This design comes from an exercise in tuning for small area on the open sky130 flow, not from production work. The RTL was checked by simulation tests, not by an equivalence proof against the original design. The clock port is modelled as an ideal driver; clocking choices that lean on that would not hold on a real chip. Power figures rest on the tool's default switching activity, not on a simulated workload.

[design/flow/config.mk]
export PLATFORM = sky130hd
export DESIGN_NAME = npc_predict_unit
export DESIGN_NICKNAME = npc_predict_unit
export VERILOG_FILES = /design/flow/design.v
export SDC_FILE = /design/flow/constraint.sdc
export NUM_CORES = 4
export LEC_CHECK = 0
export CAP_MARGIN = 20
export CORE_MARGIN = 2
export CORE_UTILIZATION = 70
export CTS_BUF_LIST = sky130_fd_sc_hd__clkbuf_8
export SLEW_MARGIN = 20
export SYNTH_HIERARCHICAL = 1
export SYNTH_MINIMUM_KEEP_SIZE = 0
[design/flow/constraint.sdc]
create_clock -name core_clock -period 11.0 [get_ports {clk}]
set_input_delay 2.2000 -clock core_clock [delete_from_list [all_inputs] [get_ports {clk}]]
set_output_delay 2.2000 -clock core_clock [all_outputs]
set_load 0.01 [all_outputs]
[design/flow/design.v]
package npc_predict_unit_pkg;
    localparam int ENTRIES = 16;
    localparam int IDX_W   = 4;
    localparam int TAG_W   = 26;
endpackage
module npc_aoi222 (
    input  logic a1,
    input  logic a2,
    input  logic b1,
    input  logic b2,
    input  logic c1,
    input  logic c2,
    output logic y
);
    assign y = ~((a1 & a2) | (b1 & b2) | (c1 & c2));
endmodule
module npc_btb_array (
    input  logic [15:0] i_sel,
    input  logic [15:0] i_data,
    output logic        o_q
);
    logic [4:0] w_y;
    for (genvar k = 0; k < 5; k++) begin : g_grp
        npc_aoi222 u_aoi (
            .a1 (i_sel[3*k]),   .a2 (i_data[3*k]),
            .b1 (i_sel[3*k+1]), .b2 (i_data[3*k+1]),
            .c1 (i_sel[3*k+2]), .c2 (i_data[3*k+2]),
            .y  (w_y[k])
        );
    end
    assign o_q = ~(&w_y) | (i_sel[15] & i_data[15]);
endmodule
module npc_predict_unit (
    input  logic        clk,
    input  logic        rst,
    input  logic [31:0] PCF,
    input  logic [31:0] PCE,
    input  logic [31:0] JalrTarget,
    input  logic [31:0] BranchTarget,
    input  logic [31:0] JalTarget,
    input  logic        JalD,
    input  logic        JalrE,
    input  logic        BranchInstrE,
    input  logic        BranchE,
    input  logic        PredTakenE,
    input  logic        StallE,
    output logic [31:0] PC_In,
    output logic        PredHitF,
    output logic        PredTakenF,
    output logic [31:0] PredTargetF,
    output logic        MispredictE,
    output logic [31:0] BranchCnt,
    output logic [31:0] MispredCnt
);
    logic [15:0] r_valid;
    logic [25:0] r_tag    [0:15];
    logic [31:0] r_target [0:15];
    logic [1:0]  r_cnt    [0:15];
    logic [31:0] r_branchCnt;
    logic [31:0] r_mispredCnt;
    logic [15:0] w_selF, w_selE;
    always_comb begin
        for (int i = 0; i < 16; i++) begin
            w_selF[i] = (PCF[5:2] == 4'(i));
            w_selE[i] = (PCE[5:2] == 4'(i));
        end
    end
    localparam int F_W = 1 + 26 + 32 + 1;
    localparam int E_W = 1 + 26 + 2;
    logic [F_W-1:0] w_rowF [0:15];
    logic [E_W-1:0] w_rowE [0:15];
    logic [F_W-1:0] w_rdF;
    logic [E_W-1:0] w_rdE;
    always_comb begin
        for (int i = 0; i < 16; i++) begin
            w_rowF[i] = {r_valid[i], r_tag[i], r_target[i], r_cnt[i][1]};
            w_rowE[i] = {r_valid[i], r_tag[i], r_cnt[i]};
        end
    end
    for (genvar b = 0; b < F_W; b++) begin : g_rdF
        logic [15:0] w_col;
        for (genvar i = 0; i < 16; i++) begin : g_col
            assign w_col[i] = w_rowF[i][b];
        end
        npc_btb_array u_rd (.i_sel(w_selF), .i_data(w_col), .o_q(w_rdF[b]));
    end
    for (genvar b = 0; b < E_W; b++) begin : g_rdE
        logic [15:0] w_col;
        for (genvar i = 0; i < 16; i++) begin : g_col
            assign w_col[i] = w_rowE[i][b];
        end
        npc_btb_array u_rd (.i_sel(w_selE), .i_data(w_col), .o_q(w_rdE[b]));
    end
    logic        w_validF, w_dirF, w_validE;
    logic [25:0] w_tagF, w_tagE;
    logic [31:0] w_targetF;
    logic [1:0]  w_cntE;
    assign {w_validF, w_tagF, w_targetF, w_dirF} = w_rdF;
    assign {w_validE, w_tagE, w_cntE}           = w_rdE;
    logic [31:0] w_pcF4;
    logic [31:0] w_pcE4;
    assign w_pcF4 = {npc_inc30(PCF[31:2]), PCF[1:0]};
    assign w_pcE4 = {npc_inc30(PCE[31:2]), PCE[1:0]};
    assign PredHitF    = w_validF && (w_tagF == PCF[31:6]);
    assign PredTakenF  = PredHitF && w_dirF;
    assign PredTargetF = PredHitF ? w_targetF : w_pcF4;
    assign MispredictE = BranchInstrE && (BranchE != PredTakenE);
    logic w_s1, w_s2, w_s3, w_s4, w_s5, w_s6, w_low;
    assign w_s1  = JalrE;
    assign w_s2  = !JalrE && BranchInstrE && BranchE && !PredTakenE;
    assign w_s3  = !JalrE && BranchInstrE && !BranchE && PredTakenE;
    assign w_low = !JalrE && !MispredictE;
    assign w_s4  = w_low && JalD;
    assign w_s5  = w_low && !JalD && PredTakenF;
    assign w_s6  = w_low && !JalD && !PredTakenF;
    for (genvar b = 0; b < 32; b++) begin : g_pc
        logic w_ya, w_yb;
        npc_aoi222 u_a (
            .a1 (w_s1), .a2 (JalrTarget[b]),
            .b1 (w_s2), .b2 (BranchTarget[b]),
            .c1 (w_s3), .c2 (w_pcE4[b]),
            .y  (w_ya)
        );
        npc_aoi222 u_b (
            .a1 (w_s4), .a2 (JalTarget[b]),
            .b1 (w_s5), .b2 (w_targetF[b]),
            .c1 (w_s6), .c2 (w_pcF4[b]),
            .y  (w_yb)
        );
        assign PC_In[b] = ~(w_ya & w_yb);
    end
    logic       w_train;
    logic       w_hitE;
    logic       w_weEntry;
    logic       w_weCnt;
    logic [1:0] w_cntNext;
    assign w_train   = BranchInstrE && !StallE;
    assign w_hitE    = w_validE && (w_tagE == PCE[31:6]);
    assign w_weEntry = w_train && BranchE;
    assign w_weCnt   = w_train && (w_hitE || BranchE);
    always_comb begin
        if (!w_hitE) begin
            w_cntNext = 2'b10;
        end else if (BranchE) begin
            w_cntNext = (w_cntE == 2'b11) ? 2'b11 : w_cntE + 2'd1;
        end else begin
            w_cntNext = (w_cntE == 2'b00) ? 2'b00 : w_cntE - 2'd1;
        end
    end
    always_ff @(posedge clk) begin
        if (rst) begin
            r_valid <= '0;
        end else begin
            for (int i = 0; i < 16; i++) begin
                if (w_weEntry && w_selE[i]) begin
                    r_valid[i] <= 1'b1;
                end
            end
        end
    end
    always_ff @(posedge clk) begin
        for (int i = 0; i < 16; i++) begin
            if (w_weEntry && w_selE[i]) begin
                r_tag[i]    <= PCE[31:6];
                r_target[i] <= BranchTarget;
            end
            if (w_weCnt && w_selE[i]) begin
                r_cnt[i] <= w_cntNext;
            end
        end
    end
    logic [31:0] w_branchNext;
    logic [31:0] w_mispredNext;
    assign w_branchNext  = npc_sat_inc32(r_branchCnt, w_train);
    assign w_mispredNext = npc_sat_inc32(r_mispredCnt, w_train && MispredictE);
    always_ff @(posedge clk) begin
        if (rst) begin
            r_branchCnt  <= '0;
            r_mispredCnt <= '0;
        end else begin
            r_branchCnt  <= w_branchNext;
            r_mispredCnt <= w_mispredNext;
        end
    end
    assign BranchCnt  = r_branchCnt;
    assign MispredCnt = r_mispredCnt;
    function automatic logic [29:0] npc_inc30(input logic [29:0] a);
        logic c;
        c = 1'b1;
        for (int i = 0; i < 30; i++) begin
            npc_inc30[i] = a[i] ^ c;
            c            = c & a[i];
        end
    endfunction
    function automatic logic [31:0] npc_sat_inc32(input logic [31:0] a, input logic en);
        logic [32:0] c;
        logic [31:0] s;
        c[0] = en;
        for (int i = 0; i < 32; i++) begin
            s[i]     = a[i] ^ c[i];
            c[i + 1] = c[i] & a[i];
        end
        npc_sat_inc32 = s | {32{c[32]}};
    endfunction
endmodule
[design/flow/run.sh]
#!/bin/bash
# synth_recipe.tcl (not shown) runs the flow's synth.tcl, then flattens the netlist and writes it again
# the make line also repeats each setting of config.mk as NAME=value (left out here)
make -C /OpenROAD-flow-scripts/flow DESIGN_CONFIG=/design/flow/config.mk WORK_HOME=/design/flow/orfs CLKGATE_MAP_FILE= SYNTH_SCRIPT=/design/flow/synth_recipe.tcl finish
==> results of run 1 <==
[synth_stat cells]
cell and number:
sky130_fd_sc_hd__nor2b_1 5, sky130_fd_sc_hd__mux2_4 30, sky130_fd_sc_hd__clkbuf_1 18, sky130_fd_sc_hd__buf_12 3, sky130_fd_sc_hd__o21bai_1 1, sky130_fd_sc_hd__nand4_1 98
sky130_fd_sc_hd__nor3_1 3, sky130_fd_sc_hd__edfxtp_1 960, sky130_fd_sc_hd__a21oi_1 2, sky130_fd_sc_hd__and2_1 17, sky130_fd_sc_hd__xnor2_1 22, sky130_fd_sc_hd__a41oi_1 1
sky130_fd_sc_hd__nand3_1 1, sky130_fd_sc_hd__nor4bb_1 2, sky130_fd_sc_hd__inv_1 17, sky130_fd_sc_hd__nor4_1 6, sky130_fd_sc_hd__nor4_2 2, sky130_fd_sc_hd__buf_6 1
sky130_fd_sc_hd__mux2_2 2, sky130_fd_sc_hd__o21ai_0 1, sky130_fd_sc_hd__nand2_1 140, sky130_fd_sc_hd__nor2_1 179, sky130_fd_sc_hd__a222oi_1 509, sky130_fd_sc_hd__ha_1 124
sky130_fd_sc_hd__dfxtp_1 80, sky130_fd_sc_hd__and3_1 102, sky130_fd_sc_hd__a21boi_0 1, sky130_fd_sc_hd__or4_4 1, sky130_fd_sc_hd__xor2_1 33, sky130_fd_sc_hd__nor3b_1 13
sky130_fd_sc_hd__buf_1 4
[cells by family (layout without fill, tap and decap cells)]
group | Yosys count | count (layout) | share of synthesized area, %
multiplexers | 32 | 32 | 1.151
flip-flops | 1040 | 1040 | 74.07
other | 0 | 7 | 0
adder cells (fa/ha/maj) | 124 | 124 | 3.776
AO/OA/AOI/OAI | 515 | 515 | 12.50
buffers and inverters | 43 | 693 | 0.5299
XOR/XNOR | 55 | 55 | 1.172
AND/OR/NAND/NOR | 569 | 569 | 6.810
[sequential cells by signal (all words and copies together), names as in the netlist]
| signal | cells |
|---|---|
| r_target | 512 |
| r_branchCnt | 32 |
| r_cnt | 32 |
| r_valid | 16 |
| r_tag | 416 |
| r_mispredCnt | 32 |
[worst paths after layout]
kind,start,to,slack [ns],depth (start not counted)
min reg2reg,r_mispredCnt[31]$_SDFF_PP0_,r_mispredCnt[31]$_SDFF_PP0_,0.50,2
max,PCE[2],PC_In[31],0.15,33
min,r_mispredCnt[31]$_SDFF_PP0_,r_mispredCnt[31]$_SDFF_PP0_,0.50,2
max reg2reg,r_branchCnt[0]$_SDFF_PP0_,r_branchCnt[1]$_SDFF_PP0_,4.14,34
[per-module statistics from Yosys, one instance, submodules excluded]
module            times used  flip-flops and latches  cells inside
npc_predict_unit           1                    1040          1602
npc_aoi222               509                       0             1
npc_btb_array             89                       0             3
[report_power, final]
part,leakage [nW],internal [mW],switching (mW)
registers,9.32,4.34,0.00966
logic,5.49,0.222,0.355
clock network,1.70,1.45,1.49
total,16.5,6.01,1.85
[layer usage]
metal,vias up,global-route usage (%),share of wire (%)
li1,11820,-,-
met2,3309,65.95,45
met5,-,0,0.043
met3,711,15.41,18
met1,14020,56.20,30
met4,8,28.05,7.1
[worst max-delay path, delay by kind of cell]
kind | cells | cell delay, ns
xor gates and xnor gates | 1 | 0.15
buffers and inverters | 2 | 0.58
AOI/OAI and AO/OA | 1 | 0.32
and+or+nand+nor | 1 | 0.09
adders and majority gates | 28 | 5.31
[metrics by stage]
| stage | std cells | total power [mW] | hold slack, ns | setup TNS [ns] | setup slack (ns) |
|---|---|---|---|---|---|
| after floorplan | 2378 | 4.659 | 0.4607 | 0 | 1.199 |
| after global placement | 3510 | 4.963 | 0.4638 | -0.3901 | -0.2524 |
| after detailed placement | 3510 | 4.979 | 0.4862 | -1.056 | -0.4131 |
| after CTS | 3792 | 7.838 | 0.5013 | 0 | 0.01229 |
| after global routing | 3795 | 8.046 | 0.5199 | -0.01593 | -0.01593 |
| final | 3800 | 7.866 | 0.4980 | 0 | 0.1533 |
[area by class of cell]
type                            instances  area [um^2]  share of cell area [%]
Sequential cell                      1040        30430                   62.48
Multi-Input combinational cell       1295        10670                   21.91
Timing Repair Buffer                  394         3692                   7.581
Clock buffer                          165         2271                   4.663
Tap cell                              765        957.2                   1.965
Clock inverter                        117        599.3                   1.231
Inverter                               17        63.81                  0.1310
Antenna cell                            7        17.52                 0.03597
[repair_timing]
action	in CTS	in global routing
pin swaps	1	4
endpoints found under the setup margin	5	7
buffers inserted	0	0
cloned	0	0
gates resized for setup	14	12
==> impl_metrics.prom, run 1 <==
# TYPE chip_impl_metric gauge
chip_impl_metric{name="drc_errors",unit=""} 0
chip_impl_metric{name="grtUsageTotal",unit="%"} 44.33
chip_impl_metric{name="cp_max_fo",unit=""} 2
chip_impl_metric{name="clkSinkCount",unit=""} 1040
chip_impl_info{name="synth.largest_area_cell",value="sky130_fd_sc_hd__edfxtp_1"} 1
chip_impl_metric{name="avgSynthCellArea",unit="um^2"} 17.28
chip_impl_info{name="path_class",value="primary input to primary output"} 1
chip_impl_metric{name="vias_per_cell",unit=""} 7.859
chip_impl_metric{name="detail_route.wirelength",unit="mm"} 133.9
chip_impl_metric{name="cp_data_required_time",unit="ns"} 8.80
chip_impl_info{name="cp_slowest_cell",value="sky130_fd_sc_hd__clkdlybuf4s50_1"} 1
chip_impl_metric{name="grt_pass1_wl",unit="mm"} 190.5
chip_impl_metric{name="nFillCells",unit=""} 2905
chip_impl_metric{name="die-width",unit="um"} 246.3
chip_impl_info{name="top_library_cells_by_usage_in_the_layout_fill_and_taps_aside",value="sky130_fd_sc_hd__edfxtp_1 (960), sky130_fd_sc_hd__a222oi_1 (509), sky130_fd_sc_hd__clkdlybuf4s50_1 (289)"} 1
chip_impl_metric{name="cts_htree_levels",unit=""} 4
chip_impl_metric{name="hold_viol_final",unit=""} 0
chip_impl_info{name="ctsRootBufferMaster",value="sky130_fd_sc_hd__clkbuf_8"} 1
chip_impl_metric{name="grt_pass1_vias",unit=""} 29830
chip_impl_metric{name="min_period",unit="ns"} 10.85
chip_impl_metric{name="globalRouteOverflowTotal",unit=""} 0
chip_impl_metric{name="final_layout_size_suffix_gt1_share",unit="%"} 12.42
chip_impl_metric{name="yosysWarnings",unit=""} 12
chip_impl_metric{name="coreArea",unit="um^2"} 57920
chip_impl_info{name="startpoint_type",value="primary input"} 1
chip_impl_info{name="timing.hold.worst.class",value="register to register"} 1
chip_impl_metric{name="place.port_buffers",unit=""} 298
chip_impl_metric{name="num_vias",unit=""} 29870
chip_impl_metric{name="tightestPinTransition",unit="ns"} 1.185
chip_impl_metric{name="final.period_utilization",unit="%"} 98.61
chip_impl_metric{name="post_synth_num_cell_types",unit=""} 31
chip_impl_metric{name="mappedNetlistNets",unit=""} 2670
chip_impl_metric{name="antenna_violating_nets_post_route",unit=""} 0
chip_impl_info{name="status",value="finished clean"} 1
chip_impl_metric{name="num-nets-final",unit=""} 3197
chip_impl_metric{name="globalplace.congestion",unit=""} 0.9078
chip_impl_metric{name="clkTransAtPathRegs",unit="ns"} 0.06
chip_impl_info{name="endpoint_type_of_the_worst_setup_path",value="primary output"} 1
chip_impl_metric{name="chip_height",unit="um"} 246.3
chip_impl_metric{name="grt_start_max_net_pins",unit=""} 81
chip_impl_metric{name="pin_count",unit=""} 299
chip_impl_metric{name="postLayoutCoreUtil",unit="%"} 84.09
chip_impl_metric{name="synth-seq-area-share",unit="%"} 74.07
chip_impl_metric{name="slowest_delay",unit="ns"} 0.45
chip_impl_metric{name="maxCapViolations",unit=""} 0
chip_impl_metric{name="number_of_buffers_inserted_during_clock_tree_synthesis",unit=""} 157
chip_impl_metric{name="post_drt_wl_per_cell",unit="um"} 35.22
chip_impl_metric{name="detailedRoute.firstPassIterationCount",unit=""} 13
chip_impl_metric{name="setup_viol",unit=""} 0
chip_impl_metric{name="synth_top_cell_area_share",unit="%"} 70.17
chip_impl_metric{name="syn-cell-area",unit="um^2"} 41080
chip_impl_metric{name="max-clock-path-buffers",unit=""} 3
chip_impl_metric{name="static-leakage-power",unit="nW"} 16.51
chip_impl_metric{name="finClkSkew",unit="ns"} 0.02420
chip_impl_info{name="cts_tree",value="built"} 1
chip_impl_info{name="critical-path-top-cell-by-count",value="sky130_fd_sc_hd__ha_1"} 1
chip_impl_metric{name="first_iter_violations",unit=""} 7541
chip_impl_metric{name="p_per_area",unit="nW/um^2"} 161.5
chip_impl_info{name="synth.area.top_cells",value="sky130_fd_sc_hd__edfxtp_1 (70%), sky130_fd_sc_hd__a222oi_1 (12%), sky130_fd_sc_hd__dfxtp_1 (3.9%), sky130_fd_sc_hd__ha_1 (3.8%), sky130_fd_sc_hd__nor2_1 (1.6%)"} 1
chip_impl_metric{name="placement_rows",unit=""} 88
chip_impl_metric{name="vdd_drop_max",unit="V"} 0.0001736
chip_impl_info{name="mostFrequentLayoutCell",value="sky130_fd_sc_hd__edfxtp_1"} 1
chip_impl_metric{name="area_growth_syn_to_layout",unit="%"} 18.54
chip_impl_metric{name="synthCells",unit=""} 2378
chip_impl_metric{name="final_area",unit="um^2"} 48700
chip_impl_metric{name="hold_buf_count_cts",unit=""} 0
chip_impl_metric{name="floorplan.initialDensity",unit="%"} 70.94
chip_impl_metric{name="timing.max_slew.rel_slack",unit="%"} 20.82
chip_impl_metric{name="place_area",unit="um^2"} 45750
chip_impl_metric{name="insertion_delay_to_the_later_sink_of_the_worst_skew_pair",unit="ns"} 0.84
chip_impl_metric{name="final_max_slew_viol_count",unit=""} 0
chip_impl_metric{name="number_of_antenna_violations_at_the_first_check_in_global_routing",unit=""} 10
chip_impl_metric{name="yosys_register_bits",unit=""} 1040
chip_impl_metric{name="fmaxAchievable",unit="GHz"} 0.09219
chip_impl_metric{name="critical_path_arrival",unit="ns"} 8.65
chip_impl_metric{name="half_perimeter_wire_length_of_the_detailed_placement_result",unit="mm"} 76.71
chip_impl_metric{name="dieArea",unit="um^2"} 60650
==> inputs of run 2 (changes only) <==
--- a/design/flow/design.v
+++ b/design/flow/design.v
@@ -185,11 +185,16 @@
     assign BranchCnt  = r_branchCnt;
     assign MispredCnt = r_mispredCnt;
     function automatic logic [29:0] npc_inc30(input logic [29:0] a);
+        logic cb;
         logic c;
-        c = 1'b1;
-        for (int i = 0; i < 30; i++) begin
-            npc_inc30[i] = a[i] ^ c;
-            c            = c & a[i];
+        cb = 1'b1;
+        for (int k = 0; k < 5; k++) begin
+            c = cb;
+            for (int i = 6 * k; i < 6 * k + 6; i++) begin
+                npc_inc30[i] = a[i] ^ c;
+                c            = c & a[i];
+            end
+            cb = cb & (&a[6 * k +: 6]);
         end
     endfunction
     function automatic logic [31:0] npc_sat_inc32(input logic [31:0] a, input logic en);
==> design/flow/flow/run.sh (new file) <==
#!/bin/bash
set -euo pipefail
bash standard.sh \
    'BUFFER_PORTS_ARGS=-buffer_cell sky130_fd_sc_hd__buf_1' \
    'CTS_ARGS=-sink_clustering_enable -repair_clock_nets -sink_clustering_size 10 -sink_clustering_max_diameter 30 -buf_list sky130_fd_sc_hd__clkbuf_4 -dont_use_dummy_load' \
    finish > standard_flow.log 2>&1
==> design/flow/standard.sh (new file) <==
#!/bin/bash
# synth_recipe.tcl (not shown) runs the flow's synth.tcl, then flattens the netlist and writes it again
# the make line also repeats each setting of config.mk as NAME=value (left out here)
make -C /OpenROAD-flow-scripts/flow DESIGN_CONFIG=/design/flow/config.mk WORK_HOME=/design/flow/orfs CLKGATE_MAP_FILE= SYNTH_SCRIPT=/design/flow/synth_recipe.tcl "${@:-finish}"
--- a/design/flow/config.mk
+++ b/design/flow/config.mk
@@ -8,7 +8,6 @@
 export CAP_MARGIN = 20
 export CORE_MARGIN = 2
 export CORE_UTILIZATION = 70
-export CTS_BUF_LIST = sky130_fd_sc_hd__clkbuf_8
 export SLEW_MARGIN = 20
 export SYNTH_HIERARCHICAL = 1
 export SYNTH_MINIMUM_KEEP_SIZE = 0
removed: design/flow/run.sh
==> run 2 against run 1 <==
Sequential cell count stayed put; largest power group unchanged; non-clock buffer count is 5 lower; clock power is 35% lower; critical path type unchanged.
==> impl_metrics.prom, run 2 <==
# TYPE chip_impl_metric gauge
chip_impl_metric{name="syn-cell-area",unit="um^2"} 41070
chip_impl_metric{name="synth_top_cell_area_share",unit="%"} 70.19
chip_impl_info{name="grt_setup_unrepaired",value="no"} 1
chip_impl_metric{name="yosysWarnings",unit=""} 12
chip_impl_metric{name="synth-seq-area-share",unit="%"} 74.09
chip_impl_metric{name="globalRouteOverflowTotal",unit=""} 0
chip_impl_metric{name="grt_pass1_vias",unit=""} 29450
chip_impl_metric{name="fmaxAchievable",unit="GHz"} 0.1040
chip_impl_metric{name="drc_errors",unit=""} 0
chip_impl_metric{name="detail_route.wirelength",unit="mm"} 136.8
chip_impl_metric{name="multi_input_area",unit="um^2"} 10630
chip_impl_info{name="path_class",value="primary input to primary output"} 1
chip_impl_info{name="regToRegStartpoint",value="r_mispredCnt[0]$_SDFF_PP0_"} 1
chip_impl_metric{name="asyncSetResetFlopFracSynth",unit="%"} 0
chip_impl_metric{name="coreArea",unit="um^2"} 57810
chip_impl_metric{name="static-leakage-power",unit="nW"} 14.77
chip_impl_metric{name="mappedNetlistNets",unit=""} 2676
chip_impl_metric{name="maxCapViolations",unit=""} 0
chip_impl_metric{name="placement_rows",unit=""} 88
chip_impl_metric{name="setup_viol",unit=""} 0
chip_impl_metric{name="cp_max_fo",unit=""} 36
chip_impl_metric{name="finalSetupTns",unit="ns"} 0
chip_impl_metric{name="post_synth_num_cell_types",unit=""} 32
chip_impl_metric{name="worst-r2r-setup-slack",unit="ns"} 4.06
chip_impl_metric{name="yosys_register_bits",unit=""} 1040
chip_impl_metric{name="floorplan.initialDensity",unit="%"} 71.05
chip_impl_info{name="top_library_cells_by_usage_in_the_layout_fill_and_taps_aside",value="sky130_fd_sc_hd__edfxtp_1 (960), sky130_fd_sc_hd__a222oi_1 (509), sky130_fd_sc_hd__buf_1 (296)"} 1
chip_impl_info{name="reg2reg_to",value="r_mispredCnt[17]$_SDFF_PP0_"} 1
chip_impl_metric{name="largest_reg_flops",unit=""} 512
chip_impl_metric{name="critical_path_arrival",unit="ns"} 7.41
chip_impl_info{name="synthTopCellsByCount",value="sky130_fd_sc_hd__edfxtp_1 (960), sky130_fd_sc_hd__a222oi_1 (509), sky130_fd_sc_hd__nor2_1 (183)"} 1
chip_impl_info{name="synth.area.top_cells",value="sky130_fd_sc_hd__edfxtp_1 (70%), sky130_fd_sc_hd__a222oi_1 (12%), sky130_fd_sc_hd__dfxtp_1 (3.9%), sky130_fd_sc_hd__ha_1 (3.5%), sky130_fd_sc_hd__nor2_1 (1.7%)"} 1
chip_impl_metric{name="cp_data_required_time",unit="ns"} 8.80
chip_impl_info{name="yosys_most_used_dff",value="sky130_fd_sc_hd__edfxtp_1"} 1
chip_impl_info{name="ctsRootBufferMaster",value="sky130_fd_sc_hd__clkbuf_4"} 1
chip_impl_metric{name="postCtsResizedCells",unit=""} 0
chip_impl_metric{name="avgSynthCellArea",unit="um^2"} 17.17
chip_impl_metric{name="ff_latch_area",unit="um^2"} 30430
chip_impl_metric{name="die-width",unit="um"} 246.2
chip_impl_metric{name="post_drt_wl_per_cell",unit="um"} 36.99
chip_impl_metric{name="worstRegToRegCells",unit=""} 34
chip_impl_info{name="synthMostInstantiatedCell",value="sky130_fd_sc_hd__edfxtp_1"} 1
chip_impl_metric{name="post_cts.repair.setup_buffers",unit=""} 0
chip_impl_info{name="cts_tree",value="built"} 1
chip_impl_metric{name="detailedRoute.firstPassIterationCount",unit=""} 14
chip_impl_metric{name="half_perimeter_wire_length_of_the_detailed_placement_result",unit="mm"} 78.48
chip_impl_metric{name="pin_count",unit=""} 299
chip_impl_metric{name="dieArea",unit="um^2"} 60620
chip_impl_metric{name="place.port_buffers",unit=""} 298
chip_impl_metric{name="finClkSkew",unit="ns"} 0.05703
chip_impl_metric{name="grtUsageTotal",unit="%"} 45.17
chip_impl_info{name="worst_setup_path_startpoint",value="PCF[2]"} 1
chip_impl_metric{name="synthCells",unit=""} 2392
chip_impl_metric{name="number_of_antenna_violations_at_the_first_check_in_global_routing",unit=""} 11
chip_impl_metric{name="clkTransAtPathRegs",unit="ns"} 0.05
chip_impl_info{name="timing.hold.worst.class",value="register to register"} 1
chip_impl_metric{name="vias_per_cell",unit=""} 8.112
chip_impl_metric{name="hold_viol_final",unit=""} 0
chip_impl_info{name="timing.critical_path.to",value="PC_In[24]"} 1
chip_impl_info{name="top_register",value="r_target"} 1
chip_impl_metric{name="clkSinkCount",unit=""} 1040
chip_impl_metric{name="antenna_violating_nets_post_route",unit=""} 0
chip_impl_metric{name="max-clock-path-buffers",unit=""} 3
chip_impl_info{name="endpoint_type_of_the_worst_setup_path",value="primary output"} 1
chip_impl_metric{name="p_per_area",unit="nW/um^2"} 149.4
chip_impl_info{name="startpoint_type",value="primary input"} 1
chip_impl_metric{name="chip_height",unit="um"} 246.2
chip_impl_metric{name="number_of_buffers_inserted_during_clock_tree_synthesis",unit=""} 167
chip_impl_metric{name="final_layout_size_suffix_gt1_share",unit="%"} 11.39
chip_impl_metric{name="area_growth_syn_to_layout",unit="%"} 10.14
chip_impl_metric{name="postLayoutCoreUtil",unit="%"} 78.25
chip_impl_info{name="synth.largest_area_cell",value="sky130_fd_sc_hd__edfxtp_1"} 1
chip_impl_metric{name="tightestPinTransition",unit="ns"} 1.212
chip_impl_metric{name="num-nets-final",unit=""} 3210
chip_impl_info{name="mostFrequentLayoutCell",value="sky130_fd_sc_hd__edfxtp_1"} 1
chip_impl_metric{name="insertion_delay_to_the_later_sink_of_the_worst_skew_pair",unit="ns"} 1.02
chip_impl_metric{name="num_vias",unit=""} 30010
chip_impl_metric{name="first_iter_violations",unit=""} 7445
chip_impl_info{name="status",value="finished clean"} 1
chip_impl_metric{name="hold_buf_count_cts",unit=""} 0
chip_impl_metric{name="nFillCells",unit=""} 3355
chip_impl_metric{name="final_max_slew_viol_count",unit=""} 0
chip_impl_metric{name="cts_htree_levels",unit=""} 4
chip_impl_metric{name="final.period_utilization",unit="%"} 87.38
chip_impl_metric{name="vdd_drop_max",unit="V"} 0.0001066
chip_impl_metric{name="min_period",unit="ns"} 9.612
chip_impl_metric{name="globalplace.congestion",unit=""} 0.9143
chip_impl_metric{name="timing.max_slew.rel_slack",unit="%"} 19.20
chip_impl_metric{name="grt_pass1_wl",unit="mm"} 192.6
chip_impl_info{name="reg.largest.list",value="r_target: 512 flops, r_tag: 416 flops"} 1
chip_impl_metric{name="grt_start_max_net_pins",unit=""} 81
chip_impl_metric{name="synth_edf_count",unit=""} 960
==> run 2: cell types whose count changed after synthesis, sizes merged, moves of 10 or more <==
cell   before  now
nor3        3   19
xor2       33   23
and4        0   10
nor3b      13    2
xnor2      22   40
==> run 2: area by class of cell <==
type / count / area share, %
repair buffers: 389 / 4.080
diodes: 10 / 0.05532
inverters: 25 / 0.2075
clock buffers: 167 / 2.772
well taps: 765 / 2.116
flip-flops and latches: 1040 / 67.27
multi-input cells: 1303 / 23.50
==> run 2: modules after synthesis (local to each module, per instance) <==
module,cell area (um^2),flops+latches,cells inside
npc_predict_unit,34530,1040,1616
npc_aoi222,10.01,0,1
npc_btb_array,16.27,0,3
==> run 2: cells by family (layout without fill, tap and decap cells) <==
logic type | after synthesis | after routing | share of synthesized area (%)
multiplexers | 32 | 32 | 1.115
buffers and inverters | 49 | 581 | 0.5027
AO/OA/AOI/OAI | 515 | 515 | 12.50
AND/OR/NAND/NOR | 577 | 577 | 6.910
adder cells (fa/ha/maj) | 116 | 116 | 3.534
XOR/XNOR | 63 | 63 | 1.344
flip-flops | 1040 | 1040 | 74.09
other | 0 | 10 | 0
==> run 2: how the worst min path moves through the flow <==
stage	start	end	slack, ns	depth (start not counted)
after detailed placement	r_valid[11]$_SDFFE_PP0P_	r_valid[11]$_SDFFE_PP0P_	0.49	2
after global routing	r_mispredCnt[31]$_SDFF_PP0_	r_mispredCnt[31]$_SDFF_PP0_	0.53	2
after global placement	r_branchCnt[31]$_SDFF_PP0_	r_branchCnt[31]$_SDFF_PP0_	0.46	2
after floorplan	r_valid[0]$_SDFFE_PP0P_	r_valid[0]$_SDFFE_PP0P_	0.46	2
after CTS	r_valid[11]$_SDFFE_PP0P_	r_valid[11]$_SDFFE_PP0P_	0.50	2
final	r_valid[11]$_SDFFE_PP0P_	r_valid[11]$_SDFFE_PP0P_	0.50	2
==> run 2: worst max-delay path: stages <==
cell                       delay, ns
sky130_fd_sc_hd__buf_1          0.12
sky130_fd_sc_hd__inv_1          0.21
sky130_fd_sc_hd__ha_1           0.27
sky130_fd_sc_hd__and3_2         0.77
sky130_fd_sc_hd__buf_4          0.60
sky130_fd_sc_hd__a222oi_1       0.20
sky130_fd_sc_hd__and3_1         0.21
sky130_fd_sc_hd__nand4_1        0.15
sky130_fd_sc_hd__xnor2_1        0.15
sky130_fd_sc_hd__nand4_1        0.22
sky130_fd_sc_hd__nor4_2         0.45
sky130_fd_sc_hd__nand4_4        0.10
sky130_fd_sc_hd__buf_4          0.37
sky130_fd_sc_hd__o21a_1         0.30
sky130_fd_sc_hd__buf_4          0.25
sky130_fd_sc_hd__a222oi_1       0.37
sky130_fd_sc_hd__nand2_1        0.17
sky130_fd_sc_hd__buf_1          0.18
==> run 2: per-stage QoR <==
stage	power, mW	instance area, um^2	std cells	setup slack [ns]	hold slack [ns]
floorplan	4.660	41070	2392	1.493	0.4607
global placement	4.902	43940	3522	1.533	0.4584
detailed placement	4.918	43940	3522	1.301	0.4911
CTS	6.735	45200	3689	1.572	0.4993
global route	6.923	45220	3695	1.401	0.5306
finish	6.760	45230	3699	1.388	0.5037
==> run 2: per-layer routing <==
layer  track usage [%]  wire length [um]
met1             57.98             42030
met2             66.18             60080
met3             18.00             26370
met4             25.33              8319
met5                 0                40
==> run 2: where the power goes <==
group | switching, mW | internal, mW
registers | 0.00958 | 4.33
clock network | 1.21 | 0.694
logic | 0.357 | 0.160
total | 1.57 | 5.19
==> inputs of run 3 (changes only) <==
==> design/flow/flow/run.sh (replaced) <==
#!/bin/bash
set -euo pipefail
here=$(pwd)
bash standard.sh \
    'BUFFER_PORTS_ARGS=-buffer_cell sky130_fd_sc_hd__buf_1' \
    'CTS_ARGS=-sink_clustering_enable -repair_clock_nets -sink_clustering_size 10 -sink_clustering_max_diameter 30 -buf_list sky130_fd_sc_hd__clkbuf_4 -dont_use_dummy_load' \
    "POST_CTS_TCL=$here/flow/post_cts.tcl" \
    finish > standard_flow.log 2>&1
==> design/flow/flow/post_cts.tcl (new file) <==
# After CTS: give back area on paths with slack to spare (downsize cells
# the timing does not need), then legalize the placement again.
repair_timing -recover_power 100 -verbose
detailed_placement
check_placement -verbose
==> run 3 against run 2 <==
Wire length rose by 0.30%; first-iteration DRC count rose by 1.4%; non-clock buffer count is 30 higher; core utilization is 0.65 points higher; design area is 0.83% higher; total power hardly changed; synthesized cell count did not move; sequential cell count stayed put; largest power group unchanged; critical path type unchanged; combinational power decreased by 1%; sequential share of layout area is 0.56 points lower; clock skew grew 0.023 ns; global-route usage down 0.052 points.
==> impl_metrics.prom, run 3 <==
# TYPE chip_impl_metric gauge
chip_impl_info{name="status",value="finished clean"} 1
chip_impl_metric{name="clkSinkCount",unit=""} 1040
chip_impl_metric{name="final.period_utilization",unit="%"} 88.61
chip_impl_metric{name="finalSetupTns",unit="ns"} 0
chip_impl_info{name="reg.largest.list",value="r_target: 512 flops, r_tag: 416 flops"} 1
chip_impl_metric{name="largest_reg_flops",unit=""} 512
chip_impl_info{name="synthTopCellsByCount",value="sky130_fd_sc_hd__edfxtp_1 (960), sky130_fd_sc_hd__a222oi_1 (509), sky130_fd_sc_hd__nor2_1 (183)"} 1
chip_impl_metric{name="coreArea",unit="um^2"} 57810
chip_impl_metric{name="num-nets-final",unit=""} 3240
chip_impl_info{name="mostFrequentLayoutCell",value="sky130_fd_sc_hd__edfxtp_1"} 1
chip_impl_metric{name="die-width",unit="um"} 246.2
chip_impl_metric{name="post_drt_wl_per_cell",unit="um"} 36.80
chip_impl_metric{name="fmaxAchievable",unit="GHz"} 0.1026
chip_impl_metric{name="maxCapViolations",unit=""} 0
chip_impl_metric{name="synth_compound_gate_area_share",unit="%"} 12.50
chip_impl_metric{name="num_vias",unit=""} 30320
chip_impl_metric{name="area_growth_syn_to_layout",unit="%"} 11.06
chip_impl_metric{name="asyncSetResetFlopFracSynth",unit="%"} 0
chip_impl_metric{name="avgSynthCellArea",unit="um^2"} 17.17
chip_impl_metric{name="hold_viol_final",unit=""} 0
chip_impl_metric{name="insertion_delay_to_the_later_sink_of_the_worst_skew_pair",unit="ns"} 1.04
chip_impl_info{name="yosys_most_used_dff",value="sky130_fd_sc_hd__edfxtp_1"} 1
chip_impl_metric{name="cp_data_required_time",unit="ns"} 8.80
chip_impl_info{name="top_register",value="r_target"} 1
chip_impl_metric{name="synth_edf_count",unit=""} 960
chip_impl_metric{name="grt_start_max_net_pins",unit=""} 81
chip_impl_metric{name="worst_slack",unit="ns"} 1.253
chip_impl_metric{name="vias_per_cell",unit=""} 8.128
chip_impl_metric{name="pin_count",unit=""} 299
chip_impl_metric{name="timing.max_slew.rel_slack",unit="%"} 19.51
chip_impl_metric{name="globalplace.congestion",unit=""} 0.9143
chip_impl_metric{name="syn-cell-area",unit="um^2"} 41070
chip_impl_metric{name="half_perimeter_wire_length_of_the_detailed_placement_result",unit="mm"} 78.48
chip_impl_metric{name="synth-seq-area-share",unit="%"} 74.09
chip_impl_metric{name="cp_max_fo",unit=""} 36
chip_impl_metric{name="overall_power",unit="mW"} 6.759
chip_impl_info{name="cp_slowest_cell",value="sky130_fd_sc_hd__and3_2"} 1
chip_impl_metric{name="grt_pass1_vias",unit=""} 29500
chip_impl_metric{name="final_max_slew_viol_count",unit=""} 0
chip_impl_metric{name="critical_path.n_buffers_inverters",unit=""} 6
chip_impl_metric{name="grt_pass1_wl",unit="mm"} 192.4
chip_impl_metric{name="grtUsageTotal",unit="%"} 45.12
chip_impl_metric{name="antenna_violating_nets_post_route",unit=""} 0
chip_impl_metric{name="slowest_delay",unit="ns"} 0.78
chip_impl_metric{name="final_layout_size_suffix_gt1_share",unit="%"} 10.66
chip_impl_metric{name="setup_viol",unit=""} 0
chip_impl_metric{name="synthCells",unit=""} 2392
chip_impl_metric{name="preCtsSetupSlack",unit="ns"} 1.301
chip_impl_metric{name="post_synth_num_cell_types",unit=""} 32
chip_impl_metric{name="dieArea",unit="um^2"} 60620
chip_impl_metric{name="place_inst",unit=""} 3522
chip_impl_info{name="crit_chain",value="buf_1, inv_1, ha_1, and3_2, buf_4, a222oi_1, and3_1, nand4_1, xnor2_1, nand4_1, nor4_1, nand4_4, buf_4, o21a_1, buf_4, a222oi_1, nand2_1, buf_1"} 1
chip_impl_info{name="synth.area.top_cells",value="sky130_fd_sc_hd__edfxtp_1 (70%), sky130_fd_sc_hd__a222oi_1 (12%), sky130_fd_sc_hd__dfxtp_1 (3.9%), sky130_fd_sc_hd__ha_1 (3.5%), sky130_fd_sc_hd__nor2_1 (1.7%)"} 1
chip_impl_metric{name="area_share_of_xor_xnor_cells_in_the_synthesized_design",unit="%"} 1.344
chip_impl_info{name="worst_path_dominant_cell_family",value="simple AND/OR/NAND/NOR gates"} 1
chip_impl_info{name="top_library_cells_by_usage_in_the_layout_fill_and_taps_aside",value="sky130_fd_sc_hd__edfxtp_1 (960), sky130_fd_sc_hd__a222oi_1 (509), sky130_fd_sc_hd__buf_1 (259)"} 1
chip_impl_metric{name="place.port_buffers",unit=""} 298
chip_impl_metric{name="mappedNetlistNets",unit=""} 2676
chip_impl_info{name="timing.hold.worst.class",value="register to register"} 1
chip_impl_metric{name="p_per_area",unit="nW/um^2"} 148.2
chip_impl_info{name="path_class",value="primary input to primary output"} 1
chip_impl_metric{name="first_iter_violations",unit=""} 7549
chip_impl_metric{name="clkTransAtPathRegs",unit="ns"} 0.04
chip_impl_info{name="endpoint_type_of_the_worst_setup_path",value="primary output"} 1
chip_impl_info{name="synth.largest_area_cell",value="sky130_fd_sc_hd__edfxtp_1"} 1
chip_impl_metric{name="synth_simple_gate_area_share",unit="%"} 6.910
chip_impl_metric{name="multiplexer_share_of_the_synthesized_area",unit="%"} 1.115
chip_impl_metric{name="critical_path_arrival",unit="ns"} 7.55
chip_impl_info{name="synthMostInstantiatedCell",value="sky130_fd_sc_hd__edfxtp_1"} 1
chip_impl_metric{name="detail_route.wirelength",unit="mm"} 137.2
chip_impl_metric{name="chip_height",unit="um"} 246.2
chip_impl_info{name="startpoint_type",value="primary input"} 1
chip_impl_info{name="grt_setup_unrepaired",value="no"} 1
chip_impl_metric{name="static-leakage-power",unit="nW"} 14.78
chip_impl_metric{name="placement_rows",unit=""} 88
chip_impl_metric{name="min_period",unit="ns"} 9.747
chip_impl_metric{name="yosysWarnings",unit=""} 12
chip_impl_info{name="dominant_combinational_cell_family_by_area_after_synthesis",value="compound AO/OA/AOI/OAI gates"} 1
chip_impl_metric{name="adder_cell_area_share_of_the_yosys_netlist",unit="%"} 3.534
chip_impl_metric{name="yosys_register_bits",unit=""} 1040
chip_impl_metric{name="postLayoutCoreUtil",unit="%"} 78.90
chip_impl_metric{name="finClkSkew",unit="ns"} 0.08025
chip_impl_metric{name="floorplan.initialDensity",unit="%"} 71.05
chip_impl_metric{name="detailedRoute.firstPassIterationCount",unit=""} 14
chip_impl_metric{name="tightestPinTransition",unit="ns"} 1.207
chip_impl_info{name="cts_tree",value="built"} 1
chip_impl_metric{name="globalRouteOverflowTotal",unit=""} 0
chip_impl_info{name="critical-path-top-cell-by-count",value="sky130_fd_sc_hd__buf_4"} 1
chip_impl_metric{name="number_of_antenna_violations_at_the_first_check_in_global_routing",unit=""} 11
chip_impl_metric{name="vdd_drop_max",unit="V"} 0.0001063
chip_impl_metric{name="finish.cell_count_without_fillers",unit=""} 3730
chip_impl_metric{name="drc_errors",unit=""} 0
chip_impl_metric{name="synth_top_cell_area_share",unit="%"} 70.19
[run 3: routing by layer]
layer	vias up	share of wire [%]	GRT usage [%]
met5	-	0.028	0
met4	6	6.0	24.21
met1	14350	31	57.48
li1	11870	-	-
met3	691	19	18.24
met2	3405	44	66.87
[run 3: Yosys stat by module, one instance, submodules excluded]
| module | cells | copies in the design |
|---|---|---|
| npc_btb_array | 3 | 89 |
| npc_predict_unit | 1616 | 1 |
| npc_aoi222 | 1 | 509 |
[run 3: metrics by stage]
stage / hold slack [ns] / area [um^2]
3_5_place_dp: 0.4911 / 43940
3_3_place_gp: 0.4584 / 43940
2_1_floorplan: 0.4607 / 41070
6_report: 0.5062 / 45610
5_1_grt: 0.5347 / 45590
[run 3: worst paths after layout]
check,start,endpoint,slack [ns],cells after the start
worst min register to register,r_valid[10]$_SDFFE_PP0P_,r_valid[10]$_SDFFE_PP0P_,0.51,2
worst max register to register,r_branchCnt[0]$_SDFF_PP0_,r_branchCnt[8]$_SDFF_PP0_,4.12,35
worst min-delay path,r_valid[10]$_SDFFE_PP0P_,r_valid[10]$_SDFFE_PP0P_,0.51,2
worst max-delay path,PCF[2],PC_In[24],1.25,18
[run 3: power breakdown]
group / leakage, nW / switching, mW / internal, mW / total (mW)
registers: 9.32 / 0.00966 / 4.33 / 4.34
logic: 4.68 / 0.356 / 0.154 / 0.510
clock network: 0.768 / 1.21 / 0.694 / 1.91
total: 14.8 / 1.58 / 5.18 / 6.76
[run 3: logic make-up (layout without fill, tap and decap cells)]
kind of cell	Yosys count	in the layout
AOI/OAI and AO/OA	515	515
xor gates and xnor gates	63	63
adders and majority gates	116	116
buffers and inverters	49	611
DFF	1040	1040
muxes	32	32
other	0	11
and+or+nand+nor	577	577
[run 3: layout make-up]
cell class                      instances  area [um^2]
Inverter                               25        93.84
Tap cell                              765        957.2
Antenna cell                           11        27.53
Multi-Input combinational cell       1303        10510
Sequential cell                      1040        30430
Fill cell                            3322        12200
Timing Repair Buffer                  419         2338
Clock buffer                          167         1254
[run 3: worst reg2reg max path: cells and delay by family, from the launching register on]
family        cells  cell delay, ns
buf+inv           1            0.25
fa+ha+maj        31            5.66
simple gates      3            0.47
flops             1            0.33

## static timing again, ports no longer ideal
The results above use ideal ports. As a check the final layouts listed here were re-extracted and re-timed, cells and wires unchanged.
Step 1, drivers: a clkbuf_16 drives clk and a buf_2 each remaining input, both assumed.
Step 2 times the ports against the registers' clock, not the clock port: input delays grow and output delays shrink by t, the midpoint of the rising clock arrivals with the driver on.
Three values: no drivers, after step 1, after step 2; two values: the first two.
run	t, ns	setup WS [ns]	hold slack, ns	worst register clock-pin slew, ns
run 1	0.901	0.153 / 0.131 / 0.131	0.498 / 0.498 / 0.498	0.07 / 0.07
run 2	1.075	1.388 / 1.299 / 1.230	0.504 / 0.504 / 0.504	0.11 / 0.11
run 3	1.067	1.253 / 1.170 / 1.127	0.506 / 0.506 / 0.506	0.11 / 0.11
After both steps every run listed still meets setup and hold. The setup slack of run 2, which loses most, moves by -0.089 ns with the drivers and by -0.158 ns with both steps.
